This is an optimization exercise on Yosys and OpenROAD, whose aim is small area, a short achievable clock period and few clock cycles, not a production implementation. Function was checked by simulation only, so behaviour that the tests miss may differ from the original. Power figures rest on the tool's default switching activity, not on a simulated workload.

--- design/flow/design.v ---
`default_nettype none
package elx_pkg;
  localparam logic [1:0] RUN_NONE  = 2'd0;
  localparam logic [1:0] RUN_NUM   = 2'd1;
  localparam logic [1:0] RUN_LOWER = 2'd2;
  localparam logic [1:0] RUN_UPPER = 2'd3;
  localparam logic [3:0] TK_LPAREN   = 4'd0;
  localparam logic [3:0] TK_RPAREN   = 4'd1;
  localparam logic [3:0] TK_MUL      = 4'd2;
  localparam logic [3:0] TK_DIV      = 4'd3;
  localparam logic [3:0] TK_ADD      = 4'd4;
  localparam logic [3:0] TK_SUB      = 4'd5;
  localparam logic [3:0] TK_MOD      = 4'd6;
  localparam logic [3:0] TK_ASSIGN   = 4'd7;
  localparam logic [3:0] TK_NUMBER   = 4'd8;
  localparam logic [3:0] TK_PRINT    = 4'd9;
  localparam logic [3:0] TK_READ     = 4'd10;
  localparam logic [3:0] TK_VARIABLE = 4'd11;
  localparam logic [3:0] TK_FUNCTION = 4'd12;
  localparam logic [3:0] TK_ERROR    = 4'd13;
  localparam logic [7:0] CH_SPACE  = 8'h20;
  localparam logic [7:0] CH_NL     = 8'h0A;
  localparam logic [7:0] CH_LPAREN = 8'h28;
  localparam logic [7:0] CH_RPAREN = 8'h29;
  localparam logic [7:0] CH_STAR   = 8'h2A;
  localparam logic [7:0] CH_SLASH  = 8'h2F;
  localparam logic [7:0] CH_PLUS   = 8'h2B;
  localparam logic [7:0] CH_MINUS  = 8'h2D;
  localparam logic [7:0] CH_PCT    = 8'h25;
  localparam logic [7:0] CH_EQ     = 8'h3D;
  localparam logic [39:0] KW_PRINT = 40'h74_6E69_7270;
  localparam logic [31:0] KW_READ  = 32'h6461_6572;
  localparam logic [30:0] VALUE_MAX = '1;
  localparam logic [30:0] SAT_EDGE  = 31'd214748364;
endpackage
`default_nettype wire
`default_nettype none
module expression_lexer_core #(
  parameter int MAX_NAME_CHARS = 8,
  parameter int LINE_BITS      = 16
) (
  input  logic        clk,
  input  logic        rst_n,
  input  logic        in_valid,
  output logic        in_stall,
  input  logic [7:0]  in_char_code,
  input  logic        in_end_of_source,
  output logic        out_valid,
  input  logic        out_stall,
  output logic [3:0]  out_token_kind,
  output logic [30:0] out_number_value,
  output logic [63:0] out_name_chars,
  output logic [3:0]  out_name_length,
  output logic        out_name_truncated,
  output logic        out_number_overflow,
  output logic [15:0] out_line_number,
  output logic        out_last_of_run
);
  localparam logic [1:0] RUN_NONE  = elx_pkg::RUN_NONE;
  localparam logic [1:0] RUN_NUM   = elx_pkg::RUN_NUM;
  localparam logic [1:0] RUN_LOWER = elx_pkg::RUN_LOWER;
  localparam logic [1:0] RUN_UPPER = elx_pkg::RUN_UPPER;
  function automatic logic [1:0] byte_class(input logic [7:0] c);
    if (c >= 8'h30 && c <= 8'h39)      byte_class = RUN_NUM;
    else if (c >= 8'h61 && c <= 8'h7A) byte_class = RUN_LOWER;
    else if (c >= 8'h41 && c <= 8'h5A) byte_class = RUN_UPPER;
    else                               byte_class = RUN_NONE;
  endfunction
  function automatic logic [3:0] sym_kind(input logic [7:0] c);
    case (c)
      elx_pkg::CH_LPAREN: sym_kind = elx_pkg::TK_LPAREN;
      elx_pkg::CH_RPAREN: sym_kind = elx_pkg::TK_RPAREN;
      elx_pkg::CH_STAR:   sym_kind = elx_pkg::TK_MUL;
      elx_pkg::CH_SLASH:  sym_kind = elx_pkg::TK_DIV;
      elx_pkg::CH_PLUS:   sym_kind = elx_pkg::TK_ADD;
      elx_pkg::CH_MINUS:  sym_kind = elx_pkg::TK_SUB;
      elx_pkg::CH_PCT:    sym_kind = elx_pkg::TK_MOD;
      elx_pkg::CH_EQ:     sym_kind = elx_pkg::TK_ASSIGN;
      default:            sym_kind = elx_pkg::TK_ERROR;
    endcase
  endfunction
  localparam int IBW = 13;
  logic           ib_v0_r, ib_v1_r;
  logic [IBW-1:0] ib_d0_r, ib_d1_r;
  logic [IBW-1:0] in_word;
  logic [1:0]     in_cls;
  logic           accept;
  logic           pop;
  assign in_stall = ib_v1_r;
  assign accept   = in_valid & ~ib_v1_r;
  assign in_cls   = byte_class(in_char_code);
  assign in_word  = {in_char_code == elx_pkg::CH_NL, in_cls == RUN_UPPER, in_cls == RUN_LOWER,
                     in_cls == RUN_NUM, in_end_of_source, in_char_code};
  always_ff @(posedge clk) begin
    if (!rst_n) begin
      ib_v0_r <= 1'b0;
      ib_v1_r <= 1'b0;
    end else if (pop) begin
      ib_v0_r <= ib_v1_r | accept;
      ib_v1_r <= ib_v1_r & accept;
    end else begin
      ib_v0_r <= ib_v0_r | accept;
      ib_v1_r <= ib_v1_r | (ib_v0_r & accept);
    end
  end
  always_ff @(posedge clk) begin
    if (pop) begin
      ib_d0_r <= ib_v1_r ? ib_d1_r : in_word;
    end else if (!ib_v0_r) begin
      ib_d0_r <= in_word;
    end
    if ((pop ? ib_v1_r : ib_v0_r) && accept) begin
      ib_d1_r <= in_word;
    end
  end
  logic [1:0]  mode_r;       
  logic        fin_r;        
  logic [63:0] x_r;          
  logic [3:0]  len_r;        
  logic        flag_r;       
  logic [15:0] line_r;       
  logic        pend_r;       
  logic        sl_v_r;       
  logic [3:0]  sl_k_r;
  logic        o_v_r;        
  logic [3:0]  o_kind_r;
  logic        o_last_r;
  logic        o_num_r;      
  logic [7:0]  o_lane_r;     
  logic [7:0] b;
  logic       eos;
  logic [1:0] cls;
  logic       cont, flush_a, sym, newrun;
  logic       o_free, split, close, wait_sl, bs, sel_r;
  logic       is_num, is_low, is_up, is_nl, is_run;
  assign b         = ib_d0_r[7:0];
  assign eos       = ib_d0_r[8];
  assign is_num    = ib_d0_r[9];
  assign is_low    = ib_d0_r[10];
  assign is_up     = ib_d0_r[11];
  assign is_nl     = ib_d0_r[12];
  assign is_run    = is_num | is_low | is_up;
  assign cls       = {is_low | is_up, is_num | is_up};
  assign cont      = (is_num & (mode_r == RUN_NUM)) | (is_low & (mode_r == RUN_LOWER))
                   | (is_up & (mode_r == RUN_UPPER));
  assign flush_a   = ~cont && (mode_r != RUN_NONE);
  assign sym       = ~is_run && (b != elx_pkg::CH_SPACE) && ~is_nl;
  assign newrun    = is_run && ~cont;
  assign o_free  = ~o_v_r | ~out_stall;
  assign split   = ib_v0_r & flush_a & newrun;
  assign close   = fin_r | split;
  assign wait_sl = sl_v_r & newrun & eos;
  assign bs      = o_free & ib_v0_r & ~close & ~wait_sl;
  assign pop     = bs;
  assign sel_r   = fin_r | (ib_v0_r & flush_a);
  logic        sat;
  logic [30:0] acc10;
  assign sat   = (x_r[30:0] > elx_pkg::SAT_EDGE)
              || (x_r[30:0] == elx_pkg::SAT_EDGE && b[3:0] > 4'd7);
  assign acc10 = {x_r[27:0], 3'b000} + {x_r[29:0], 1'b0} + {27'd0, b[3:0]};
  always_ff @(posedge clk) begin
    for (int i = 1; i < 8; i++) begin
      if (len_r == 4'(i)) x_r[8*i +: 8] <= b;
    end
    if (bs) begin
      if (newrun) begin
        flag_r <= 1'b0;
        if (is_num) begin
          x_r[30:0] <= {27'd0, b[3:0]};
          len_r     <= 4'd0;
        end else begin
          x_r[7:0] <= b;
          len_r    <= 4'd1;
        end
      end else if (cont) begin
        if (mode_r == RUN_NUM) begin
          x_r[30:0] <= sat ? elx_pkg::VALUE_MAX : acc10;
          flag_r    <= flag_r | sat;
        end else if (len_r[3]) begin
          flag_r <= 1'b1;
        end else begin
          len_r <= len_r + 4'd1;
        end
      end
    end
  end
  always_ff @(posedge clk) begin
    if (!rst_n) begin
      mode_r <= RUN_NONE;
      fin_r  <= 1'b0;
    end else if (o_free) begin
      if (close) begin
        mode_r <= RUN_NONE;
        fin_r  <= 1'b0;
      end else if (bs) begin
        if (cont) begin
          fin_r <= eos;
        end else begin
          mode_r <= eos ? RUN_NONE : cls;
        end
      end
    end
  end
  logic       kw_print, kw_read, r_name;
  logic [3:0] r_kind;
  logic [7:0] r_lane;
  assign kw_print = (len_r == 4'd5) && (x_r[39:0] == elx_pkg::KW_PRINT) && !flag_r;
  assign kw_read  = (len_r == 4'd4) && (x_r[31:0] == elx_pkg::KW_READ) && !flag_r;
  assign r_name   = mode_r[1] && !(mode_r == RUN_LOWER && (kw_print || kw_read));
  always_comb begin
    case (mode_r)
      RUN_NUM:   r_kind = elx_pkg::TK_NUMBER;
      RUN_UPPER: r_kind = elx_pkg::TK_FUNCTION;
      default:   r_kind = kw_print ? elx_pkg::TK_PRINT
                        : kw_read  ? elx_pkg::TK_READ : elx_pkg::TK_VARIABLE;
    endcase
    for (int i = 0; i < 8; i++) r_lane[i] = r_name && (len_r > 4'(i));
  end
  logic [3:0] b_kind;
  always_comb begin
    case (cls)
      RUN_NUM:   b_kind = elx_pkg::TK_NUMBER;
      RUN_LOWER: b_kind = elx_pkg::TK_VARIABLE;
      RUN_UPPER: b_kind = elx_pkg::TK_FUNCTION;
      default:   b_kind = sym_kind(b);
    endcase
  end
  always_ff @(posedge clk) begin
    if (!rst_n) begin
      o_v_r  <= 1'b0;
      sl_v_r <= 1'b0;
      line_r <= 16'd1;
      pend_r <= 1'b0;
    end else if (o_free) begin
      o_v_r  <= close | sl_v_r | (bs & (flush_a | sym | (newrun & eos)));
      sl_v_r <= bs & sym & (sl_v_r | flush_a);
      if (line_r != 16'hFFFF) line_r <= line_r + 16'(pend_r);
      pend_r <= bs & is_nl;
    end
  end
  always_ff @(posedge clk) begin
    if (o_free) begin
      sl_k_r <= sym_kind(b);
      if (sel_r) begin
        o_kind_r <= r_kind;
        o_last_r <= fin_r | ~(sym | (newrun & eos));
        o_num_r  <= (mode_r == RUN_NUM);
        o_lane_r <= r_lane;
      end else if (sl_v_r) begin
        o_kind_r <= sl_k_r;
        o_last_r <= 1'b1;
        o_num_r  <= 1'b0;
        o_lane_r <= 8'd0;
      end else begin
        o_kind_r <= b_kind;
        o_last_r <= 1'b1;
        o_num_r  <= (cls == RUN_NUM);
        o_lane_r <= {7'd0, cls[1]};
      end
    end
  end
  always_comb begin
    for (int i = 0; i < 8; i++) out_name_chars[8*i +: 8] = x_r[8*i +: 8] & {8{o_lane_r[i]}};
  end
  assign out_valid           = o_v_r;
  assign out_token_kind      = o_kind_r;
  assign out_number_value    = x_r[30:0] & {31{o_num_r}};
  assign out_name_length     = len_r & {4{o_lane_r[0]}};
  assign out_name_truncated  = flag_r & o_lane_r[0];
  assign out_number_overflow = flag_r & o_num_r;
  assign out_line_number     = line_r;
  assign out_last_of_run     = o_last_r;
endmodule
`default_nettype wire
--- design/flow/flow/run.sh ---
#!/bin/bash
# Standard synthesis unchanged, then the standard layout with every port
# buffered by a buf_2 (instead of the delay buffer buffer_ports picks).
set -euo pipefail
bash standard.sh synth > synth.log 2>&1
bash standard.sh "BUFFER_PORTS_ARGS=-buffer_cell sky130_fd_sc_hd__buf_2" finish > layout.log 2>&1
--- design/flow/standard.sh ---
#!/bin/bash
# synth_recipe.tcl (not shown) runs the flow's synth.tcl, then flattens the netlist and writes it again
# the make line also repeats each setting of config.mk as NAME=value (left out here)
make -C /OpenROAD-flow-scripts/flow DESIGN_CONFIG=/design/flow/config.mk WORK_HOME=/design/flow/orfs CLKGATE_MAP_FILE= SYNTH_SCRIPT=/design/flow/synth_recipe.tcl "${@:-finish}"
--- design/flow/config.mk ---
export PLATFORM = sky130hd
export DESIGN_NAME = expression_lexer_core
export DESIGN_NICKNAME = expression_lexer_core
export VERILOG_FILES = /design/flow/design.v
export SDC_FILE = /design/flow/constraint.sdc
export NUM_CORES = 4
export LEC_CHECK = 0
export ABC_AREA = 1
export CAP_MARGIN = 20
export CORE_MARGIN = 2
export CORE_UTILIZATION = 40
export CTS_BUF_LIST = sky130_fd_sc_hd__clkbuf_4 sky130_fd_sc_hd__clkbuf_8
export SETUP_SLACK_MARGIN = 4.2
export SLEW_MARGIN = 20
--- design/flow/constraint.sdc ---
create_clock -name core_clock -period 7.0 [get_ports {clk}]
set_input_delay 1.4000 -clock core_clock [delete_from_list [all_inputs] [get_ports {clk}]]
set_output_delay 1.4000 -clock core_clock [all_outputs]
set_load 0.01 [all_outputs]
==> summary.md, run 1 <==
| Metric | Value |
|---|---|
| Status | finished clean |
| Grt ovf | 0 |
| DR iter-0 viols | 673 |
| Tot Pwr | 3.73 mW |
| Pin count of the biggest net entering global routing | 28 |
| Antenna Nets Post-Route | 0 |
| CTS Buf Count | 17 |
| Vias per cell | 4.90 |
| Worst EP required | 5.60 ns |
| IO Count | 137 |
| Worst vdd ir | 0.171 mV |
| Syn Nets | 1599 |
| CP endpoint kind | output pin |
| RSZ-0062 raised after global routing | yes |
| Core area | 25000 um2 |
| Post-synthesis sequential area ratio | 36.0% |
| Setup slack, reg-to-reg | 4.35 ns |
| Dpl cells | 1962 |
| Synth Instances | 1521 |
| Worst Tran Pin Value | 0.687 ns |
| Die Width | 163 um |
| DRC | 0 |
| Synthesized area per cell | 6.66 um2 |
| N_diodes | 0 |
| CP Data Arrival Time | 1.35 ns |
| GRT Total Usage | 22.6% |
| Input/output buffers | 136 |
| Clk buf depth | 2 |
| Die ar. | 26600 um2 |
| Slew Viols, Final | 0 |
| Antenna violations before repair | 0 |
| Synth cell types | 41 |
| Worst-path maximum fanout | 10 |
| Synthesis-stage register bit count | 137 |
| Final Instance Count excl. Fillers | 2019 |
| Max Clk Rate | 363 MHz |
| Layout area overhead | 15.9% |
| Pwr Density | 318 nW/um2 |
| # H-tree levels | 4 |
| Worst skew pair latency | 0.46 ns |
| Fin Setup TNS | 0 ns |
| Maxcap violations | 0 |
| Cell Rows | 58 |
| Kind of critical path | flip-flop to output pin |
| Total Routed Length | 30200 um |
| Fraction of layout cells with a size suffix above 1 | 13.7% |
| Root buffer cell | clkbuf_8 |
| Hold Worst Slack | 0.479 ns |
| Clock slew at reported path FFs | 0.08 ns |
| First-pass DRT Iterations | 5 |
| DR WL/cell | 14.9 um |
| Die H | 163 um |
| TritonCTS clock tree | done |
| DP HPWL | 23300 um |
| Worst Clk Skew | 0.0132 ns |
| Minimum clock period | 2.75 ns |
| Cts hold-fix bufs | 0 |
| Area after DPL | 11100 um2 |
| Initial core utilization | 40.4% |
| Via count | 9887 |
| Vias in the first global route | 9002 |
| Post-Syn Area | 10100 um2 |
| Sink Count | 137 |
| Final hold violations | 0 |
| Lkg Pwr | 6.58 nW |
| YS warnings | 1 |
| Nets | 1756 |
| Relative slew margins | 54.0% |
| Crit share post-route | 39.3% |
| Routability cong. | 0.906 |
| First-pass GRT wire length | 46800 um |
| Startpoint Class | flip-flop |
| Post-Layout Inst Area | 11700 um2 |
| Setup violations, final | 0 |
| Hold Crit Class | flip-flop to flip-flop |
## through the flow
step | setup WS [ns] | utilization (%)
after floorplan | 4.31 | -
after global placement | 3.48 | 44.5
after detailed placement | 3.38 | 44.5
after CTS | 4.20 | 46.3
after global routing | 4.18 | 46.9
final | 4.25 | 46.9
## registers in the layout, summed over array words and instances, names as in the netlist
signal and cells:
sl_v_r 1, o_last_r 1, pend_r 1, ib_v1_r 1
x_r 64, ib_d0_r 13, len_r 4, o_lane_r 8
o_kind_r 4, ib_v0_r 1, line_r 16, ib_d1_r 13
sl_k_r 4, mode_r 2, flag_r 1, o_v_r 1
o_num_r 1, fin_r 1
## layer usage
metal | up-vias | GRT usage [%] | part of all wire, %
met2 | 295 | 36.7 | 46
met5 | - | 0 | 0
met3 | 40 | 3.38 | 5.9
met1 | 4471 | 31.0 | 46
li1 | 5081 | - | -
met4 | 0 | 7.36 | 2.2
## layout make-up
| type | instances | area, um2 |
|---|---|---|
| fillers | 2644 | 13300 |
| multi-input cells | 1066 | 5310 |
| flip-flops and latches | 137 | 3650 |
| inverters | 290 | 1090 |
| repair buffers | 166 | 926 |
| well taps | 330 | 413 |
| clock buffers | 18 | 241 |
| clock inverters | 12 | 104 |
## critical path: stages (launching register included)
cell	delay, ns
edfxtp_1	0.43
buf_4	0.22
nand2_1	0.08
inv_1	0.04
buf_2	0.13
## Yosys cell counts
library cell    n  area share (%)
nand2_1       540              20
inv_1         285              11
nor2_1        156             5.8
edfxtp_1       90              27
nand3_1        86             4.3
ha_1           63             7.8
a21oi_1        54             2.7
dfxtp_1        47             9.3
o21ai_0        31             1.5
nand4_1        24             1.5
clkbuf_1       18            0.67
nor3_1         17            0.84
xor2_1         13             1.1
xnor2_1        12             1.0
o21a_1          9            0.67
o21ai_1         8            0.40
buf_2           7            0.35
nor4_1          7            0.43
o211ai_1        6            0.44
nand3b_1        5            0.37
o21bai_1        5            0.37
and2_1          4            0.25
nand2_4         4            0.44
a31oi_1         3            0.19
inv_2           3            0.11
nand2_2         3            0.19
o221ai_1        3            0.26
buf_6           2            0.22
clkinv_1        2           0.074
fa_1            2            0.40
nor2_4          2            0.22
a21boi_0        1           0.074
and3_1          1           0.062
buf_4           1           0.074
nand2b_1        1           0.062
nand3_2         1           0.099
nand4_2         1            0.12
nor2_8          1            0.20
nor3b_1         1           0.074
o22ai_1         1           0.062
or2_2           1           0.062
## timing repair
| item | 4_1_cts | 5_1_grt |
|---|---|---|
| setup buffers | 12 | 15 |
| setup endpoints to repair | 90 | 53 |
| hold endpoints to repair | 0 | 0 |
| pin swaps | 0 | 1 |
| gates resized for setup | 8 | 12 |
## final timing paths
check | from | end | depth (start not counted)
max | o_num_r$_DFFE_PN_ | out_number_value[4] | 4
min | pend_r$_SDFFE_PN0N_ | pend_r$_SDFFE_PN0N_ | 2
max reg2reg | x_r[2]$_DFFE_PP_ | x_r[16]$_DFF_P_ | 14
min reg2reg | pend_r$_SDFFE_PN0N_ | pend_r$_SDFFE_PN0N_ | 2
## cell usage in the layout (no fill, tap or decap), types with 7 or more instances in the layout
cell      count
o21ai_0      31
o21a_1        9
xor2_1       13
nand3_1      85
buf_2       136
ha_1         63
nand4_1      24
nor4_1        7
nor3_1       17
dfxtp_2       9
a21oi_1      54
nor2_1      153
edfxtp_1     90
buf_4        28
xnor2_1      12
nand2_1     539
dfxtp_1      38
inv_1       281
o21ai_1       8
clkbuf_8     17
## power breakdown
| part | internal, mW | leakage [nW] | switching (mW) |
|---|---|---|---|
| Combinational | 0.668 | 5.15 | 1.18 |
| Clock | 0.278 | 0.175 | 0.320 |
| Sequential | 1.02 | 1.25 | 0.265 |
## logic make-up after synthesis
kind of cell	after synthesis	share of synthesized area (%)
AOI/OAI and AO/OA	121	6.66
buffers and inverters	318	12.1
xor gates and xnor gates	25	2.16
DFF	137	36.0
and+or+nand+nor	855	35.0
adders and majority gates	65	8.18
Testbench counts, summed over its fixed seeds: cycles 24,069.
==> run 2: changes to the inputs <==
--- a/design/flow/config.mk
+++ b/design/flow/config.mk
@@ -11,4 +11,5 @@
 export CORE_UTILIZATION = 40
-export CTS_BUF_LIST = sky130_fd_sc_hd__clkbuf_4 sky130_fd_sc_hd__clkbuf_8
+export CTS_BUF_LIST = sky130_fd_sc_hd__clkbuf_8
 export SETUP_SLACK_MARGIN = 4.2
 export SLEW_MARGIN = 20
+export TNS_END_PERCENT = 5
==> run 2 against run 1 <==
Against the previous run:
- still clean on timing, DRC and antenna
- sequential power about the same
- non-clock buffer count down 10
- register-to-register slack worse by 0.06 ns
- critical path type unchanged
- critical endpoint is now out_name_chars[8]
- largest cell class unchanged
- highest routed layer unchanged
==> summary.md, run 2 <==
| Metric | Value |
|---|---|
| First-pass DRT Iterations | 7 (was 5) |
| GRT Total Usage | 22.5% (was 22.6%) |
| Worst EP required | 5.60 ns (about the same) |
| Worst skew pair latency | 0.46 ns (about the same) |
| Setup violations, final | 0 (unchanged) |
| Cell Rows | 58 (unchanged) |
| Worst Tran Pin Value | 0.671 ns (was 0.687 ns) |
| Post-Syn Area | 10100 um2 (unchanged) |
| Vias in the first global route | 8951 (was 9002) |
| Worst-path maximum fanout | 8 (was 10) |
| Synth Instances | 1521 (unchanged) |
| CTS Buf Count | 17 (unchanged) |
| DR iter-0 viols | 632 (was 673) |
| Clock slew at reported path FFs | 0.08 ns (about the same) |
| Fin util | 46.5% (was 46.9%) |
| CP endpoint kind | output pin (unchanged) |
| Count leader, synth | nand2_1 (unchanged) |
| Fin Setup TNS | 0 ns (unchanged) |
| Cts hold-fix bufs | 0 (unchanged) |
| YS warnings | 1 (unchanged) |
| Die Width | 163 um (unchanged) |
| Fillers | 2655 (was 2644) |
| DP HPWL | 23300 um (unchanged) |
| Maxcap violations | 0 (unchanged) |
| Grt ovf | 0 (unchanged) |
| Syn Nets | 1599 (unchanged) |
| Slew Viols, Final | 0 (unchanged) |
| Synthesis-stage register bit count | 137 (unchanged) |
| First-pass GRT wire length | 46600 um (was 46800 um) |
| EDFF count, synth | 90 (unchanged) |
| Relative slew margins | 55.1% (was 54.0%) |
| Worst Clk Skew | 0.0115 ns (was 0.0132 ns) |
| Lkg Pwr | 6.53 nW (was 6.58 nW) |
| Kind of critical path | flip-flop to output pin (unchanged) |
| Max reg flops | 64 (unchanged) |
| Input/output buffers | 136 (unchanged) |
| Synthesized area per cell | 6.66 um2 (unchanged) |
| Pin count of the biggest net entering global routing | 28 (unchanged) |
| Layout area overhead | 14.9% (was 15.9%) |
| Reg with most FFs | x_r (unchanged) |
| Synth cell types | 41 (unchanged) |
| IO Count | 137 (unchanged) |
| Antenna Nets Post-Route | 0 (unchanged) |
| Die ar. | 26600 um2 (unchanged) |
| Final hold violations | 0 (unchanged) |
| # H-tree levels | 4 (unchanged) |
| Crit share post-route | 40.6% (was 39.3%) |
| Vias per cell | 4.91 (was 4.90) |
| Most common cell after layout, fill and taps aside | nand2_1 (unchanged) |
| Clk buf depth | 2 (unchanged) |
| Status | finished clean (unchanged) |
| Max Clk Rate | 351 MHz (was 363 MHz) |
| TritonCTS clock tree | done (unchanged) |
| Die H | 163 um (unchanged) |
| Worst vdd ir | 0.171 mV (about the same) |
| DRC | 0 (unchanged) |
| Nets | 1746 (was 1756) |
| N_diodes | 0 (unchanged) |
| Antenna violations before repair | 0 (unchanged) |
| Pwr Density | 318 nW/um2 (about the same) |
| Core area | 25000 um2 (unchanged) |
| Initial core utilization | 40.4% (unchanged) |
| Root buffer cell | clkbuf_8 (unchanged) |
| Post-synth top cells | 540 x nand2_1, 285 x inv_1, 156 x nor2_1 (unchanged) |
| Main synth FF type | edfxtp_1 (unchanged) |
| Post-synthesis sequential area ratio | 36.0% (unchanged) |
| Ranking of synthesized cells by area | edfxtp_1 27%, nand2_1 20%, inv_1 11%, dfxtp_1 9.3%, ha_1 7.8% (unchanged) |
| CP Data Arrival Time | 1.45 ns (was 1.35 ns) |
| Hold Crit Class | flip-flop to flip-flop (unchanged) |
| Startpoint Class | flip-flop (unchanged) |
| Fraction of layout cells with a size suffix above 1 | 12.5% (was 13.7%) |
| Via count | 9860 (was 9887) |
| Async set-reset flop share out of synthesis | 0% (unchanged) |
| Most used cells in the layout excluding fill and tap cells | 538 x nand2_1, 283 x inv_1, 153 x nor2_1 (was 539 x nand2_1, 281 x inv_1, 153 x nor2_1) |
| Top-area cell type share of the netlist area | 26.7% (unchanged) |
| Minimum clock period | 2.85 ns (was 2.75 ns) |
| Routability cong. | 0.906 (unchanged) |
| Total Routed Length | 30000 um (was 30200 um) |
| Sink Count | 137 (unchanged) |
| RSZ-0062 raised after global routing | yes (unchanged) |
| Largest registers | x_r (64), line_r (16) (unchanged) |
| Tot Pwr | 3.70 mW (was 3.73 mW) |
| DR WL/cell | 14.9 um (about the same) |
| Synth area leader | edfxtp_1 (unchanged) |
[run 2: cell counts after synthesis]
No cell type changed its count.
[run 2: logic make-up after synthesis]
logic type / synth area share, %
AO/OA/AOI/OAI: 6.66
adder cells (fa/ha/maj): 8.18
flip-flops: 36.0
XOR/XNOR: 2.16
AND/OR/NAND/NOR: 35.0
buffers and inverters: 12.1
[run 2: metrics by stage]
stage | cells | hold slack, ns | area, um2 | worst slack [ns]
2_1_floorplan | 1521 | 0.449 | 10100 | 4.31
4_1_cts | 1996 | 0.476 | 11500 | 4.11
3_3_place_gp | 1962 | 0.464 | 11100 | 3.48
5_1_grt | 2009 | 0.495 | 11600 | 4.00
3_5_place_dp | 1962 | 0.464 | 11100 | 3.38
6_report | 2009 | 0.474 | 11600 | 4.15
[run 2: report_power, final]
part / switching (mW) / internal (mW)
combinational: 1.17 / 0.653
clock: 0.319 / 0.273
sequential: 0.269 / 1.01
[run 2: per-layer routing]
| metal | track usage, % | vias up | wire length, um |
|---|---|---|---|
| li1 | - | 5063 | - |
| met1 | 31.0 | 4452 | 13900 |
| met2 | 36.4 | 300 | 13700 |
| met3 | 3.38 | 45 | 1680 |
| met4 | 7.12 | 0 | 654 |
| met5 | 0 | - | 0 |
[run 2: timing repair]
item                                    CTS  global route
gates resized for setup                   3             5
pin swaps                                 0             0
endpoints found under the setup margin   90            67
endpoints found under the hold margin     0             0
buffers inserted                          4            13
[run 2: path summary, 6_finish.rpt]
check | startpoint | endpoint | slack (ns) | cells past startpoint
max reg2reg | x_r[18]$_DFF_P_ | x_r[29]$_DFF_P_ | 4.29 | 12
min reg2reg | pend_r$_SDFFE_PN0N_ | pend_r$_SDFFE_PN0N_ | 0.47 | 2
min | pend_r$_SDFFE_PN0N_ | pend_r$_SDFFE_PN0N_ | 0.47 | 2
max | x_r[8]$_DFF_P_ | out_name_chars[8] | 4.15 | 3
[run 2: layout make-up]
class,instances,area [um2],share of cell area [%]
Clock buffer,17,234,2.01
Clock inverter,13,108,0.925
Inverter,290,1090,9.36
Multi-Input combinational cell,1066,5300,45.5
Sequential cell,137,3640,31.3
Tap cell,330,413,3.55
Timing Repair Buffer,156,847,7.28
[run 2: critical path, cell delays in order (launching register included)]
cell and delay [ns]:
dfxtp_1 0.68, nand2_1 0.10, inv_1 0.09, buf_2 0.13
==> run 3: changes to the inputs <==
--- a/design/flow/config.mk
+++ b/design/flow/config.mk
@@ -12,4 +12,3 @@
 export CTS_BUF_LIST = sky130_fd_sc_hd__clkbuf_8
-export SETUP_SLACK_MARGIN = 4.2
+export SETUP_SLACK_MARGIN = 4.1
 export SLEW_MARGIN = 20
-export TNS_END_PERCENT = 5
==> run 3 against run 2 <==
Against the previous run:
- non-clock buffer count is 7 lower
- hold slack better by 0.0081 ns
- clock-buffer cell count stayed put
- power is 2.6% higher
- maximum frequency is 0.57% lower
- clock power is 9.3% higher
- sequential power hardly changed
- core utilization is 0.085 points lower
- highest routed layer unchanged
==> summary.md, run 3 <==
| Metric | Value |
|---|---|
| Status | finished clean (unchanged) |
| CP endpoint kind | output pin (unchanged) |
| Max Clk Rate | 349 MHz (was 351 MHz) |
| Worst vdd ir | 0.132 mV (was 0.171 mV) |
| Post-synthesis sequential area ratio | 36.0% (unchanged) |
| Fin Setup TNS | 0 ns (unchanged) |
| GRT Total Usage | 23.3% (was 22.5%) |
| TritonCTS clock tree | done (unchanged) |
| Synthesized area per cell | 6.66 um2 (unchanged) |
| Most common cell after layout, fill and taps aside | nand2_1 (unchanged) |
| Synthesis-stage register bit count | 137 (unchanged) |
| Core area | 25000 um2 (unchanged) |
| Worst EP required | 5.60 ns (about the same) |
| Area used by multi-input combinational logic | 5280 um2 (was 5300 um2) |
| Grt ovf | 0 (unchanged) |
| First-pass GRT wire length | 48200 um (was 46600 um) |
| Synth Instances | 1521 (unchanged) |
| Crit share post-route | 40.9% (was 40.6%) |
| Minimum clock period | 2.86 ns (was 2.85 ns) |
| Initial core utilization | 40.4% (unchanged) |
| Slew Viols, Final | 0 (unchanged) |
| Die Width | 163 um (unchanged) |
| Fraction of layout cells with a size suffix above 1 | 12.1% (was 12.5%) |
| Die ar. | 26600 um2 (unchanged) |
| Max reg flops | 64 (unchanged) |
| Slowest cell delay on critical path | 0.63 ns (was 0.68 ns) |
| Post-synth top cells | 540 x nand2_1, 285 x inv_1, 156 x nor2_1 (unchanged) |
| Clock slew at reported path FFs | 0.08 ns (about the same) |
| Met3 wire len | 1770 um (was 1680 um) |
| EDFF count, synth | 90 (unchanged) |
| DRC | 0 (unchanged) |
| Worst skew pair latency | 0.45 ns (was 0.46 ns) |
| CP max stage cell | dfxtp_1 (unchanged) |
| Worst path cell trace | nand2_1 > inv_1 > buf_2 (unchanged) |
| Total Routed Length | 31100 um (was 30000 um) |
| Maxcap violations | 0 (unchanged) |
| Antenna Nets Post-Route | 0 (unchanged) |
| Worst Slack Setup Final | 4.14 ns (was 4.15 ns) |
| Hold Crit Class | flip-flop to flip-flop (unchanged) |
| DP HPWL | 23700 um (was 23300 um) |
| Syn Nets | 1599 (unchanged) |
| CP Data Arrival Time | 1.46 ns (was 1.45 ns) |
| Hold Worst Slack | 0.483 ns (was 0.474 ns) |
| Met2 wire len | 14200 um (was 13700 um) |
| Root buffer cell | clkbuf_8 (unchanged) |
| Pin count of the biggest net entering global routing | 32 (was 28) |
| Worst Tran Pin Value | 0.747 ns (was 0.671 ns) |
| Setup slack, reg-to-reg | 4.20 ns (was 4.29 ns) |
| Die H | 163 um (unchanged) |
| Most used cells in the layout excluding fill and tap cells | 540 x nand2_1, 283 x inv_1, 153 x nor2_1 (was 538 x nand2_1, 283 x inv_1, 153 x nor2_1) |
| Async set-reset flop share out of synthesis | 0% (unchanged) |
| Synth cell types | 41 (unchanged) |
| Nets | 1739 (was 1746) |
| Top Layer Used | met4 (unchanged) |
| YS warnings | 1 (unchanged) |
| Input/output buffers | 136 (unchanged) |
| Met1 wire length | 14600 um (was 13900 um) |
| Via count | 9910 (was 9860) |
| IO Count | 137 (unchanged) |
| Hold Crit Depth | 2 (unchanged) |
| Vias per cell | 4.95 (was 4.91) |
| Ranking of synthesized cells by area | edfxtp_1 27%, nand2_1 20%, inv_1 11%, dfxtp_1 9.3%, ha_1 7.8% (unchanged) |
| Worst r2r path cells | 11 (was 12) |
| Largest registers | x_r (64), line_r (16) (unchanged) |
| Area after DPL | 11100 um2 (about the same) |
| Vias in the first global route | 8932 (was 8951) |
| Setup WS pre-CTS | 3.69 ns (was 3.38 ns) |
| Post-Syn Area | 10100 um2 (unchanged) |
| Setup violations, final | 0 (unchanged) |
| Top-area cell type share of the netlist area | 26.7% (unchanged) |
| # H-tree levels | 4 (unchanged) |
| Clk buf depth | 2 (unchanged) |
| RSZ-0062 raised after global routing | no (was yes) |
| DR WL/cell | 15.5 um (was 14.9 um) |
| Worst Clk Skew | 0.0125 ns (was 0.0115 ns) |
| Lkg Pwr | 6.51 nW (was 6.53 nW) |
| Main synth FF type | edfxtp_1 (unchanged) |
| Reg with most FFs | x_r (unchanged) |
| Worst-path maximum fanout | 8 (unchanged) |
| Cell Rows | 58 (unchanged) |
| Count leader, synth | nand2_1 (unchanged) |
| Kind of critical path | flip-flop to output pin (unchanged) |
| Final hold violations | 0 (unchanged) |
| First-pass DRT Iterations | 6 (was 7) |
| Relative slew margins | 50.0% (was 55.1%) |
| CTS Buf Count | 17 (unchanged) |
| Fillers | 2626 (was 2655) |
| DR iter-0 viols | 747 (was 632) |
| Pwr Density | 327 nW/um2 (was 318 nW/um2) |
| Tot Pwr | 3.79 mW (was 3.70 mW) |
| N_diodes | 0 (unchanged) |
| Synth area leader | edfxtp_1 (unchanged) |
| Sink Count | 137 (unchanged) |
| Post-Layout Inst Area | 11600 um2 (about the same) |
| FF/Latch Area | 3650 um2 (was 3640 um2) |
| Routability cong. | 0.926 (was 0.906) |
| Startpoint Class | flip-flop (unchanged) |
| Layout area overhead | 14.7% (was 14.9%) |
| Antenna violations before repair | 0 (unchanged) |
[run 3: power by group]
| part | internal [mW] | total (mW) | switching [mW] |
|---|---|---|---|
| registers | 1.01 | 1.31 | 0.294 |
| logic | 0.646 | 1.84 | 1.19 |
| clock network | 0.315 | 0.647 | 0.332 |
| total | 1.98 | 3.79 | 1.82 |
[run 3: critical path, delay by kind of cell (launching register included)]
family,cells,cell delay [ns]
flops,1,0.63
simple gates,1,0.19
buf+inv,2,0.20
[run 3: stage by stage]
stage | utilization [%] | std cells
floorplan | - | 1521
global placement | 44.4 | 1963
detailed placement | 44.4 | 1963
CTS | 46.1 | 1997
global route | 46.4 | 2003
finish | 46.4 | 2003
[run 3: final cells by class]
type / count / share of cell area, %
clock inverter: 14 / 1.27
sequential: 137 / 31.4
multi-input combinational: 1066 / 45.5
tap: 330 / 3.56
timing repair buffer: 149 / 6.87
inverter: 290 / 9.37
clock buffer: 17 / 2.01
[run 3: worst paths after layout]
kind / startpoint / end
hold / removal: pend_r$_SDFFE_PN0N_ / pend_r$_SDFFE_PN0N_
hold reg to reg: pend_r$_SDFFE_PN0N_ / pend_r$_SDFFE_PN0N_
setup / recovery: x_r[14]$_DFF_P_ / out_name_chars[14]
setup reg to reg: x_r[17]$_DFF_P_ / x_r[21]$_DFF_P_
[run 3: timing repair]
action,in CTS,in global routing
hold buffers,0,0
endpoints found under the setup margin,30,59
resized for setup,3,6
setup buffers,3,6
[run 3: per-layer routing]
layer	GRT usage, %	up-vias
met5	0	-
met4	7.40	0
met3	3.40	38
met2	37.2	356
met1	32.7	4473
li1	-	5043
[run 3: cell families after synthesis]
family                   after synthesis  share of synthesized area, %
AO/OA/AOI/OAI                        121                          6.66
XOR/XNOR                              25                          2.16
adder cells (fa/ha/maj)               65                          8.18
buffers and inverters                318                          12.1
flip-flops                           137                          36.0
AND/OR/NAND/NOR                      855                          35.0
==> run 4: changes to the inputs <==
--- a/design/flow/config.mk
+++ b/design/flow/config.mk
@@ -12,3 +12,3 @@
 export CTS_BUF_LIST = sky130_fd_sc_hd__clkbuf_8
-export SETUP_SLACK_MARGIN = 4.1
+export SETUP_SLACK_MARGIN = 4.2
 export SLEW_MARGIN = 20
==> run 4 against run 3 <==
Against the previous run:
- sequential share of layout area shrank 0.27 points
- clock skew up 0.0016 ns
- first-iteration DRC count fell by 7.0%
- combinational power about the same
- non-clock buffer count increased by 17
- final cell count up 0.80%
- clock-buffer cell count is the same
- die area stayed put
- core utilization is 0.49 points higher
- area after synthesis unchanged
- hold slack worse by 0.0065 ns
- critical path type unchanged
- highest routed layer unchanged
==> summary.md, run 4 <==
| Metric | Value |
|---|---|
| Status | finished clean (unchanged) |
| Slowest cell delay on critical path | 0.43 ns (was 0.63 ns) |
| Fraction of layout cells with a size suffix above 1 | 13.6% (was 12.1%) |
| Die ar. | 26600 um2 (unchanged) |
| Worst skew pair latency | 0.46 ns (was 0.45 ns) |
| TritonCTS clock tree | done (unchanged) |
| Worst EP required | 5.60 ns (about the same) |
| Fillers | 2646 (was 2626) |
| Vias per cell | 4.93 (was 4.95) |
| Main synth FF type | edfxtp_1 (unchanged) |
| Worst vdd ir | 0.171 mV (was 0.132 mV) |
| Power share of the combinational group | 49.6% (was 48.5%) |
| Minimum clock period | 2.75 ns (was 2.86 ns) |
| GRT Total Usage | 22.6% (was 23.3%) |
| Antenna Nets Post-Route | 0 (unchanged) |
| Clk buf depth | 2 (unchanged) |
| Synthesized area per cell | 6.66 um2 (unchanged) |
| Grt ovf | 0 (unchanged) |
| Fin Setup TNS | 0 ns (unchanged) |
| CP max stage cell | edfxtp_1 (was dfxtp_1) |
| Count leader, synth | nand2_1 (unchanged) |
| Synth Instances | 1521 (unchanged) |
| Largest registers | x_r (64), line_r (16) (unchanged) |
| DR WL/cell | 15.0 um (was 15.5 um) |
| Root buffer cell | clkbuf_8 (unchanged) |
| N_diodes | 0 (unchanged) |
| Cell Rows | 58 (unchanged) |
| Hold Crit Class | flip-flop to flip-flop (unchanged) |
| Total Routed Length | 30300 um (was 31100 um) |
| Lkg Pwr | 6.58 nW (was 6.51 nW) |
| Antenna violations before repair | 0 (unchanged) |
| YS warnings | 1 (unchanged) |
| Final hold violations | 0 (unchanged) |
| Post-synth top cells | 540 x nand2_1, 285 x inv_1, 156 x nor2_1 (unchanged) |
| Worst-path maximum fanout | 10 (was 8) |
| M3 GR Usage | 3.38% (was 3.40%) |
| Input/output buffers | 136 (unchanged) |
| Kind of critical path | flip-flop to output pin (unchanged) |
| # H-tree levels | 4 (unchanged) |
| Most used cells in the layout excluding fill and tap cells | 539 x nand2_1, 282 x inv_1, 153 x nor2_1 (was 540 x nand2_1, 283 x inv_1, 153 x nor2_1) |
| Die H | 163 um (unchanged) |
| Sink Count | 137 (unchanged) |
| Via count | 9953 (was 9910) |
| Syn Nets | 1599 (unchanged) |
| First-pass GRT wire length | 46800 um (was 48200 um) |
| Sequential power share | 34.5% (about the same) |
| Max reg flops | 64 (unchanged) |
| CP endpoint kind | output pin (unchanged) |
| Synth area leader | edfxtp_1 (unchanged) |
| Routability cong. | 0.906 (was 0.926) |
| Core area | 25000 um2 (unchanged) |
| Pint | 1.96 mW (was 1.98 mW) |
| Ranking of synthesized cells by area | edfxtp_1 27%, nand2_1 20%, inv_1 11%, dfxtp_1 9.3%, ha_1 7.8% (unchanged) |
| Max Clk Rate | 363 MHz (was 349 MHz) |
| Worst Tran Pin Value | 0.678 ns (was 0.747 ns) |
| Tot Pwr | 3.73 mW (was 3.79 mW) |
| Initial core utilization | 40.4% (unchanged) |
| Relative slew margins | 54.6% (was 50.0%) |
| DP HPWL | 23300 um (was 23700 um) |
| Clock slew at reported path FFs | 0.08 ns (about the same) |
| IO Count | 137 (unchanged) |
| Post-Syn Area | 10100 um2 (unchanged) |
| DR iter-0 viols | 695 (was 747) |
| Startpoint Class | flip-flop (unchanged) |
| Vias in the first global route | 9000 (was 8932) |
| GR Layer Usage met1 | 31.0% (was 32.7%) |
| Async set-reset flop share out of synthesis | 0% (unchanged) |
| Crit share post-route | 39.3% (was 40.9%) |
| Maxcap violations | 0 (unchanged) |
| CTS Buf Count | 17 (unchanged) |
| Pin count of the biggest net entering global routing | 28 (was 32) |
| Synthesis-stage register bit count | 137 (unchanged) |
| Pwr Density | 318 nW/um2 (was 327 nW/um2) |
| GR Util met2 | 36.7% (was 37.2%) |
| First-pass DRT Iterations | 12 (was 6) |
| Synth cell types | 41 (unchanged) |
| Most common cell after layout, fill and taps aside | nand2_1 (unchanged) |
| Top-area cell type share of the netlist area | 26.7% (unchanged) |
| Nets | 1756 (was 1739) |
| Post-synthesis sequential area ratio | 36.0% (unchanged) |
| Clock network power share | 15.9% (was 17.1%) |
| Die Width | 163 um (unchanged) |
| Slew Viols, Final | 0 (unchanged) |
| CP Data Arrival Time | 1.35 ns (was 1.46 ns) |
| Layout area overhead | 15.9% (was 14.7%) |
| Worst Clk Skew | 0.0141 ns (was 0.0125 ns) |
| CP top delay family | flip-flops (unchanged) |
| RSZ-0062 raised after global routing | yes (was no) |
| DRC | 0 (unchanged) |
| Reg with most FFs | x_r (unchanged) |
| Setup violations, final | 0 (unchanged) |
| NetSw | 1.77 mW (was 1.82 mW) |
| EDFF count, synth | 90 (unchanged) |
| Worst path cell trace | buf_4 > nand2_1 > inv_1 > buf_2 (was nand2_1 > inv_1 > buf_2) |
| Switch share | 47.4% (was 47.9%) |
| Worst path bufs/invs | 3 (was 2) |
| Most Crowded Layer GR | met2 (unchanged) |
==> run 4: cell counts after synthesis <==
No cell type changed its count.
==> run 4: cell type report <==
cell class,count,area (um2),share of cell area [%]
clock buffer,17,234,1.99
clock inverter,13,108,0.917
inverter,290,1090,9.31
multi-input combinational,1066,5310,45.2
sequential,137,3650,31.1
tap,330,413,3.52
timing repair buffer,166,926,7.89
==> run 4: worst reg2reg max path, stage by stage, from the launching register on <==
cell and delay (ns):
edfxtp_1 0.45, inv_1 0.15, fa_2 0.49, fa_1 0.47, inv_1 0.09, nand3_1 0.08, nand2_2 0.12, nand2_1 0.06
nand2_1 0.16, nand2_1 0.08, nand2_1 0.07, xor2_1 0.15, nand2_1 0.07, nand3_1 0.07, nand2_1 0.05
==> run 4: power by group through the flow <==
stage | registers (mW) | logic (mW) | clock network [mW]
final | 1.29 | 1.85 | 0.593
after global routing | 1.30 | 2.10 | 0.631
after CTS | 1.28 | 1.82 | 0.604
after detailed placement | 1.32 | 1.75 | 0
after global placement | 1.32 | 1.74 | 0
after floorplan | 1.16 | 1.34 | 0
==> run 4: per-layer routing <==
layer  part of all wire (%)  up-vias
met1                     46     4533
met5                      0        -
li1                       -     5076
met4                    2.2        0
met3                    5.4       41
met2                     46      303
==> run 4: path summary, 6_finish.rpt <==
check                      start                  end  slack, ns  cells past startpoint
max            o_num_r$_DFFE_PN_  out_number_value[4]       4.25                      4
min          pend_r$_SDFFE_PN0N_  pend_r$_SDFFE_PN0N_       0.48                      2
max reg2reg     x_r[2]$_DFFE_PP_      x_r[16]$_DFF_P_       4.34                     14
min reg2reg  pend_r$_SDFFE_PN0N_  pend_r$_SDFFE_PN0N_       0.48                      2
==> run 4: cell families (layout without fill, tap and decap cells) <==
kind of cell | Yosys count | after routing | synth area share (%)
AO/OA/AOI/OAI | 121 | 121 | 6.66
flip-flops | 137 | 137 | 36.0
buffers and inverters | 318 | 486 | 12.1
XOR/XNOR | 25 | 25 | 2.16
AND/OR/NAND/NOR | 855 | 855 | 35.0
adder cells (fa/ha/maj) | 65 | 65 | 8.18
==> run 4: per-stage QoR <==
stage | worst slack [ns] | util [%] | std cells | hold slack, ns | cell area, um2
CTS | 4.20 | 46.3 | 2004 | 0.476 | 11600
global route | 4.18 | 46.9 | 2019 | 0.495 | 11700
finish | 4.25 | 46.9 | 2019 | 0.476 | 11700
detailed placement | 3.38 | 44.5 | 1962 | 0.464 | 11100
global placement | 3.48 | 44.5 | 1962 | 0.464 | 11100
floorplan | 4.31 | - | 1521 | 0.449 | 10100
==> run 4: what timing repair did <==
item,in CTS,in global routing
hold buffers,0,0
buffers inserted,12,15
setup endpoints to repair,90,53
gates resized for setup,8,12
pin swaps,0,1
==> run 5: changes to the inputs <==
--- a/design/flow/config.mk
+++ b/design/flow/config.mk
@@ -12,2 +12,3 @@
 export CTS_BUF_LIST = sky130_fd_sc_hd__clkbuf_8
+export PLACE_DENSITY = 0.8
 export SETUP_SLACK_MARGIN = 4.2
==> run 5 against run 4 <==
Against the previous run:
- routed wire length down 1.1%
- clock skew down 0.0053 ns
- hold slack improved by 0.018 ns
- critical path type unchanged
- largest cell class unchanged
- highest routed layer unchanged
- cell area is 1.6% higher
- still clean
- combinational power is 4% higher
==> summary.md, run 5 <==
| Metric | Value |
|---|---|
| Nets | 1752 (was 1756) |
| Minimum clock period | 2.83 ns (was 2.75 ns) |
| Via count | 10300 (was 9953) |
| Most frequent CP cell | buf_12 |
| Sequential power share | 33.1% (was 34.5%) |
| # H-tree levels | 4 (unchanged) |
| Power share of the combinational group | 49.2% (was 49.6%) |
| Async set-reset flop share out of synthesis | 0% (unchanged) |
| Lkg Pwr | 6.63 nW (was 6.58 nW) |
| Fillers | 2394 (was 2646) |
| First-pass DRT Iterations | 6 (was 12) |
| Synthesized area per cell | 6.66 um2 (unchanged) |
| Clock slew at reported path FFs | 0.08 ns (about the same) |
| Status | finished clean (unchanged) |
| Pwr Density | 328 nW/um2 (was 318 nW/um2) |
| Clk buf depth | 2 (unchanged) |
| Grt ovf | 0 (unchanged) |
| Reg with most FFs | x_r (unchanged) |
| N_diodes | 0 (unchanged) |
| Core area | 25000 um2 (unchanged) |
| Post-Layout Inst Area | 11900 um2 (was 11700 um2) |
| Pint | 2.10 mW (was 1.96 mW) |
| Routability cong. | 0.937 (was 0.906) |
| Worst skew pair latency | 0.46 ns (about the same) |
| DP HPWL | 22000 um (was 23300 um) |
| Startpoint Class | flip-flop (unchanged) |
| Final hold violations | 0 (unchanged) |
| Maxcap violations | 0 (unchanged) |
| Antenna violations before repair | 0 (unchanged) |
| Layout area overhead | 17.8% (was 15.9%) |
| Fraction of layout cells with a size suffix above 1 | 14.3% (was 13.6%) |
| Most used cells in the layout excluding fill and tap cells | 531 x nand2_1, 277 x inv_1, 152 x nor2_1 (was 539 x nand2_1, 282 x inv_1, 153 x nor2_1) |
| Switch share | 46.4% (was 47.4%) |
| IO Count | 137 (unchanged) |
| NetSw | 1.82 mW (was 1.77 mW) |
| Post-synthesis sequential area ratio | 36.0% (unchanged) |
| Worst vdd ir | 0.144 mV (was 0.171 mV) |
| Fin Setup TNS | 0 ns (unchanged) |
| Crit share post-route | 40.4% (was 39.3%) |
| Root buffer cell | clkbuf_8 (unchanged) |
| DR iter-0 viols | 1076 (was 695) |
| GRT Total Usage | 21.9% (was 22.6%) |
| Worst path cell trace | buf_12 > buf_12 > nand2_2 > inv_1 > buf_2 (was buf_4 > nand2_1 > inv_1 > buf_2) |
| CP max stage cell | edfxtp_1 (unchanged) |
| Syn Nets | 1599 (unchanged) |
| Most common cell after layout, fill and taps aside | nand2_1 (unchanged) |
| Max reg flops | 64 (unchanged) |
| Die ar. | 26600 um2 (unchanged) |
| Clock network power share | 17.7% (was 15.9%) |
| Die Width | 163 um (unchanged) |
| CTS Buf Count | 17 (unchanged) |
| CP endpoint kind | output pin (unchanged) |
| Ranking of synthesized cells by area | edfxtp_1 27%, nand2_1 20%, inv_1 11%, dfxtp_1 9.3%, ha_1 7.8% (unchanged) |
| Synth area leader | edfxtp_1 (unchanged) |
| First-pass GRT wire length | 45600 um (was 46800 um) |
| Slowest cell delay on critical path | 0.43 ns (about the same) |
| Post-synth top cells | 540 x nand2_1, 285 x inv_1, 156 x nor2_1 (unchanged) |
| Post-Syn Area | 10100 um2 (unchanged) |
| Die H | 163 um (unchanged) |
| YS warnings | 1 (unchanged) |
| CP Data Arrival Time | 1.43 ns (was 1.35 ns) |
| Vias per cell | 5.10 (was 4.93) |
| Total Routed Length | 29900 um (was 30300 um) |
| Initial core utilization | 40.4% (unchanged) |
| Input/output buffers | 136 (unchanged) |
| TritonCTS clock tree | done (unchanged) |
| Synth cell types | 41 (unchanged) |
| Kind of critical path | flip-flop to output pin (unchanged) |
| Max Clk Rate | 353 MHz (was 363 MHz) |
| RSZ-0062 raised after global routing | yes (unchanged) |
| Cell Rows | 58 (unchanged) |
| Worst-path maximum fanout | 8 (was 10) |
| Hold Crit Class | flip-flop to flip-flop (unchanged) |
| Area after DPL | 11100 um2 (about the same) |
| DR WL/cell | 14.8 um (was 15.0 um) |
| DRC | 0 (unchanged) |
| Largest registers | x_r (64), line_r (16) (unchanged) |
| Vias in the first global route | 9074 (was 9000) |
| Worst Clk Skew | 0.00881 ns (was 0.0141 ns) |
| Top-area cell type share of the netlist area | 26.7% (unchanged) |
| Setup violations, final | 0 (unchanged) |
| Worst Tran Pin Value | 0.662 ns (was 0.678 ns) |
| Slew Viols, Final | 0 (unchanged) |
| EDFF count, synth | 90 (unchanged) |
| Synth Instances | 1521 (unchanged) |
| Worst EP required | 5.60 ns (about the same) |
| Sink Count | 137 (unchanged) |
| Count leader, synth | nand2_1 (unchanged) |
| Hold Worst Slack | 0.494 ns (was 0.476 ns) |
| Relative slew margins | 55.7% (was 54.6%) |
| Synthesis-stage register bit count | 137 (unchanged) |
| Fin util | 47.6% (was 46.9%) |
| Pin count of the biggest net entering global routing | 28 (unchanged) |
| Main synth FF type | edfxtp_1 (unchanged) |
| Antenna Nets Post-Route | 0 (unchanged) |
[run 5: metrics by stage]
step | power (mW) | worst slack (ns) | cells
final | 3.92 | 4.17 | 2017
after global placement | 3.01 | 3.54 | 1960
after detailed placement | 3.06 | 3.51 | 1960
after global routing | 4.21 | 4.12 | 2017
after floorplan | 2.50 | 4.31 | 1521
after CTS | 3.81 | 4.20 | 2003
[run 5: final cells by class]
| cell class | instances | area [um2] | share of cell area (%) |
|---|---|---|---|
| inverter | 290 | 1090 | 9.16 |
| clock inverter | 15 | 181 | 1.52 |
| sequential | 137 | 3650 | 30.6 |
| tap | 330 | 413 | 3.46 |
| clock buffer | 17 | 234 | 1.96 |
| multi-input combinational | 1067 | 5380 | 45.1 |
| timing repair buffer | 161 | 970 | 8.13 |
[run 5: power by group through the flow]
stage               clock (mW)  combinational (mW)  sequential (mW)
detailed placement           0                1.74             1.32
finish                   0.694                1.93             1.29
CTS                      0.698                1.83             1.28
global placement             0                1.69             1.32
floorplan                    0                1.34             1.16
global route             0.733                2.17             1.30
[run 5: repair_timing]
action | 4_1_cts | 5_1_grt
buffers inserted | 11 | 13
endpoints found under the setup margin | 94 | 69
pin swaps | 0 | 5
gates resized for setup | 6 | 36
hold buffers | 0 | 0
gates cloned | 0 | 1
[run 5: critical path, delay by kind of cell, from the launching register on]
family / cells / cell delay [ns]
simple gates: 1 / 0.06
flops: 1 / 0.43
buf+inv: 4 / 0.48
[run 5: worst paths after layout]
path	start	to	slack [ns]	cells after the start
setup / recovery	o_lane_r[0]$_DFFE_PN_	out_name_chars[6]	4.17	5
setup reg to reg	x_r[15]$_DFF_P_	x_r[21]$_DFF_P_	4.34	11
hold reg to reg	pend_r$_SDFFE_PN0N_	pend_r$_SDFFE_PN0N_	0.49	2
hold / removal	pend_r$_SDFFE_PN0N_	pend_r$_SDFFE_PN0N_	0.49	2
[run 5: logic make-up after synthesis]
kind of cell / Yosys count / synth area share (%)
flops: 137 / 36.0
xor+xnor: 25 / 2.16
buf+inv: 318 / 12.1
simple gates: 855 / 35.0
compound gates: 121 / 6.66
fa+ha+maj: 65 / 8.18
[run 5: per-layer routing]
metal / part of all wire (%) / vias to the layer above / global-route usage [%]
met5: 0 / - / 0
met4: 4.1 / 0 / 9.53
met3: 9.3 / 95 / 4.75
met2: 43 / 538 / 33.7
met1: 44 / 4572 / 29.7
li1: - / 5075 / -
==> run 6: changes to the inputs <==
--- a/design/flow/config.mk
+++ b/design/flow/config.mk
@@ -10,5 +10,4 @@
 export CORE_MARGIN = 2
-export CORE_UTILIZATION = 40
+export CORE_UTILIZATION = 50
 export CTS_BUF_LIST = sky130_fd_sc_hd__clkbuf_8
-export PLACE_DENSITY = 0.8
 export SETUP_SLACK_MARGIN = 4.2
==> run 6 against run 5 <==
Against the previous run:
- still clean on timing, DRC and antenna
- sequential share of layout area grew 0.80 points
- synthesized cell count is the same
- power shrank 3.3%
- hold slack lost 0.012 ns
- register-to-register slack is essentially flat
- die area shrank 20%
- clock power shrank 3.6%
- via count shrank 3.6%
- combinational power shrank 5%
- largest cell class unchanged
- largest power group unchanged
==> summary.md, run 6 <==
| Metric | Value |
|---|---|
| Status | finished clean (unchanged) |
| Synth area leader | edfxtp_1 (unchanged) |
| Main synth FF type | edfxtp_1 (unchanged) |
| Cts hold-fix bufs | 0 (unchanged) |
| GRT Total Usage | 27.8% (was 21.9%) |
| Worst-path maximum fanout | 4 (was 8) |
| Main combinational cell family by area after synthesis | simple AND/OR/NAND/NOR gates (unchanged) |
| Die ar. | 21400 um2 (was 26600 um2) |
| Cell Rows | 52 (was 58) |
| Synth cell types | 41 (unchanged) |
| Vias per cell | 5.08 (was 5.10) |
| Fin Setup TNS | 0 ns (unchanged) |
| Max reg flops | 64 (unchanged) |
| Synth Area in Compound Gates | 6.66% (unchanged) |
| Pwr Density | 326 nW/um2 (was 328 nW/um2) |
| CTS Buf Count | 17 (unchanged) |
| Slowest cell delay on critical path | 0.48 ns (was 0.43 ns) |
| DR iter-0 viols | 644 (was 1076) |
| Simple-gate share of the synthesized area | 35.0% (unchanged) |
| Die Width | 146 um (was 163 um) |
| EDFF count, synth | 90 (unchanged) |
| Xor-xnor portion of the synthesized cell area | 2.16% (unchanged) |
| First-pass GRT wire length | 47000 um (was 45600 um) |
| Via count | 9910 (was 10300) |
| Core area | 20000 um2 (was 25000 um2) |
| Syn Nets | 1599 (unchanged) |
| YS warnings | 1 (unchanged) |
| Input/output buffers | 136 (unchanged) |
| Post-synthesis mux area share | 0% (unchanged) |
| Hold endpoint | pend_r$_SDFFE_PN0N_ (unchanged) |
| End of the worst register-to-register path | x_r[16]$_DFF_P_ (was x_r[21]$_DFF_P_) |
| Hold Startpoint | pend_r$_SDFFE_PN0N_ (unchanged) |
| IO Count | 137 (unchanged) |
| Power share of the combinational group | 48.2% (was 49.2%) |
| N_diodes | 0 (unchanged) |
| Minimum clock period | 2.76 ns (was 2.83 ns) |
| Clock network power share | 17.7% (about the same) |
| Top-area cell type share of the netlist area | 26.7% (unchanged) |
| Clock slew at reported path FFs | 0.08 ns (about the same) |
| Ranking of synthesized cells by area | edfxtp_1 27%, nand2_1 20%, inv_1 11%, dfxtp_1 9.3%, ha_1 7.8% (unchanged) |
| Sequential power share | 34.1% (was 33.1%) |
| Routability cong. | 0.896 (was 0.937) |
| Initial core utilization | 50.5% (was 40.4%) |
| NetSw | 1.79 mW (was 1.82 mW) |
| Post-synthesis sequential area ratio | 36.0% (unchanged) |
| CP Data Arrival Time | 1.36 ns (was 1.43 ns) |
| Post-Synth Adder-Cell Area | 8.18% (unchanged) |
| DP HPWL | 22400 um (was 22000 um) |
| Relative slew margins | 50.6% (was 55.7%) |
| Antenna violations before repair | 0 (unchanged) |
| Count leader, synth | nand2_1 (unchanged) |
| Layout area overhead | 14.9% (was 17.8%) |
| Most common cell after layout, fill and taps aside | nand2_1 (unchanged) |
| Tot Pwr | 3.79 mW (was 3.92 mW) |
| Nets | 1746 (was 1752) |
| Maxcap violations | 0 (unchanged) |
| Worst Tran Pin Value | 0.738 ns (was 0.662 ns) |
| Hold Crit Class | flip-flop to flip-flop (unchanged) |
| Startpoint Class | flip-flop (unchanged) |
| Pint | 2.00 mW (was 2.10 mW) |
| Fraction of layout cells with a size suffix above 1 | 13.5% (was 14.3%) |
| Pin count of the biggest net entering global routing | 28 (unchanged) |
| Largest registers | x_r (64), line_r (16) (unchanged) |
| TritonCTS clock tree | done (unchanged) |
| Antenna Nets Post-Route | 0 (unchanged) |
| Most used cells in the layout excluding fill and tap cells | 537 x nand2_1, 281 x inv_1, 153 x nor2_1 (was 531 x nand2_1, 277 x inv_1, 152 x nor2_1) |
| Hold Crit Depth | 2 (unchanged) |
| Worst EP required | 5.60 ns (about the same) |
| Lkg Pwr | 6.55 nW (was 6.63 nW) |
| # H-tree levels | 4 (unchanged) |
| Post-Syn Area | 10100 um2 (unchanged) |
| CP endpoint kind | output pin (unchanged) |
| Synthesized area per cell | 6.66 um2 (unchanged) |
| Switch share | 47.3% (was 46.4%) |
| Sink Count | 137 (unchanged) |
| Worst Setup SP | x_r[0]$_DFFE_PP_ (was o_lane_r[0]$_DFFE_PN_) |
| Async set-reset flop share out of synthesis | 0% (unchanged) |
| RR Startpoint | x_r[0]$_DFFE_PP_ (was x_r[15]$_DFF_P_) |
| Post-synth top cells | 540 x nand2_1, 285 x inv_1, 156 x nor2_1 (unchanged) |
| Root buffer cell | clkbuf_8 (unchanged) |
| Die H | 146 um (was 163 um) |
| Setup violations, final | 0 (unchanged) |
| Setup slack, reg-to-reg | 4.34 ns (about the same) |
| Synthesis-stage register bit count | 137 (unchanged) |
| DRC | 0 (unchanged) |
| Worst r2r path cells | 14 (was 11) |
| Worst path bufs/invs | 3 (was 4) |
| Grt ovf | 0 (unchanged) |
| Synth Instances | 1521 (unchanged) |
| Slew Viols, Final | 0 (unchanged) |
| Worst vdd ir | 0.164 mV (was 0.144 mV) |
| First-pass DRT Iterations | 5 (was 6) |
| CP top delay family | flip-flops (was buffers and inverters) |
| Worst skew pair latency | 0.46 ns (about the same) |
| RSZ-0062 raised after global routing | yes (unchanged) |
| Max Clk Rate | 363 MHz (was 353 MHz) |
| CP max stage cell | edfxtp_1 (unchanged) |
| Worst Clk Skew | 0.0142 ns (was 0.00881 ns) |
| Vias in the first global route | 9217 (was 9074) |
| DR WL/cell | 15.1 um (was 14.8 um) |
| Clk buf depth | 2 (unchanged) |
| Final hold violations | 0 (unchanged) |
| Total Routed Length | 29400 um (was 29900 um) |
| Worst path cell trace | buf_4 > nand2_1 > inv_1 > buf_2 (was buf_12 > buf_12 > nand2_2 > inv_1 > buf_2) |
| Kind of critical path | flip-flop to output pin (unchanged) |
| Crit share post-route | 39.4% (was 40.4%) |
| Reg with most FFs | x_r (unchanged) |
-- run 6: cell counts after synthesis --
Identical to the previous run, type by type.
-- run 6: worst max path at each step --
stage,to,slack (ns),depth (start not counted)
2_1_floorplan,ib_d1_r[0]$_DFFE_PP_,4.31,6
3_3_place_gp,line_r[2]$_SDFFE_PN0P_,3.45,8
3_5_place_dp,line_r[2]$_SDFFE_PN0P_,3.43,8
4_1_cts,out_name_chars[14],4.20,3
5_1_grt,x_r[16]$_DFF_P_,4.13,14
6_report,out_name_chars[0],4.24,4
-- run 6: area by class of cell --
| cell class | instances | area, um2 |
|---|---|---|
| inverter | 290 | 1090 |
| clock buffer | 17 | 234 |
| clock inverter | 14 | 160 |
| timing repair buffer | 156 | 842 |
| sequential | 137 | 3660 |
| multi-input combinational | 1066 | 5310 |
| fill | 2131 | 8410 |
| tap | 270 | 338 |
-- run 6: routing by layer --
metal  share of wire [%]  GRT usage [%]
met1                  44           36.1
met2                  47           47.1
met3                 6.0           4.88
met4                 3.0           9.22
met5                   0              0
-- run 6: worst min-delay path, delay by kind of cell (launching register included) --
family	cells	cell delay, ns
DFF	1	0.32
and+or+nand+nor	1	0.06
AOI/OAI and AO/OA	1	0.06
-- run 6: logic make-up (layout without fill, tap and decap cells) --
kind of cell / count (synthesis) / in the layout
AOI/OAI and AO/OA: 121 / 121
xor gates and xnor gates: 25 / 25
and+or+nand+nor: 855 / 855
adders and majority gates: 65 / 65
DFF: 137 / 137
buffers and inverters: 318 / 477
-- run 6: what timing repair did --
| action | CTS | global route |
|---|---|---|
| buffers inserted | 10 | 8 |
| setup endpoints to repair | 86 | 52 |
| endpoints found under the hold margin | 0 | 0 |
| resized for setup | 2 | 21 |
-- run 6: through the flow --
step	utilization, %	area (um2)	std cells	hold WS (ns)	setup slack, ns
4_1_cts	57.5	11500	1942	0.489	4.20
3_5_place_dp	55.1	11000	1901	0.473	3.43
6_report	58.0	11600	1950	0.483	4.24
5_1_grt	58.0	11600	1950	0.509	4.13
2_1_floorplan	-	10100	1521	0.449	4.31
3_3_place_gp	55.1	11000	1901	0.466	3.45
-- run 6: power by group through the flow --
| stage | Clock, mW | Sequential (mW) | Combinational [mW] |
|---|---|---|---|
| 2_1_floorplan | 0 | 1.16 | 1.34 |
| 3_3_place_gp | 0 | 1.33 | 1.72 |
| 3_5_place_dp | 0 | 1.33 | 1.74 |
| 4_1_cts | 0.682 | 1.28 | 1.80 |
| 5_1_grt | 0.711 | 1.31 | 2.08 |
| 6_report | 0.669 | 1.29 | 1.83 |

[static timing again, ports no longer ideal]
Ports are ideal in the flow. The routed layouts listed here were re-timed in OpenROAD.
Step 1, drivers: a clkbuf_16 drives clk and a buf_2 each remaining input, both assumed.
Step 2 moves the port delays by t, midway between the first and last clock arrival at a register: inputs arrive t later, outputs are due t later. That takes back most of the time a late clock gives input paths.
a / b / c = no drivers / after step 1 / after step 2; a / b = the first two.
| run | shift t [ns] | setup slack, ns | worst setup path after step 2 | pins driven straight from the clock port |
|---|---|---|---|---|
| run 1 | 0.497 | 4.246 / 4.205 / 3.948 | input to register | 1 |
| run 2 | 0.495 | 4.155 / 4.114 / 3.698 | input to register | 1 |
| run 3 | 0.482 | 4.139 / 4.098 / 3.909 | input to register | 1 |
| run 4 | 0.496 | 4.246 / 4.205 / 3.946 | input to register | 1 |
| run 5 | 0.495 | 4.170 / 4.134 / 3.830 | input to register | 1 |
| run 6 | 0.490 | 4.244 / 4.205 / 3.840 | input to register | 1 |
After both steps every run listed still meets setup and hold. The setup slack of run 2, which loses most, moves by -0.041 ns with the drivers and by -0.457 ns with both steps.
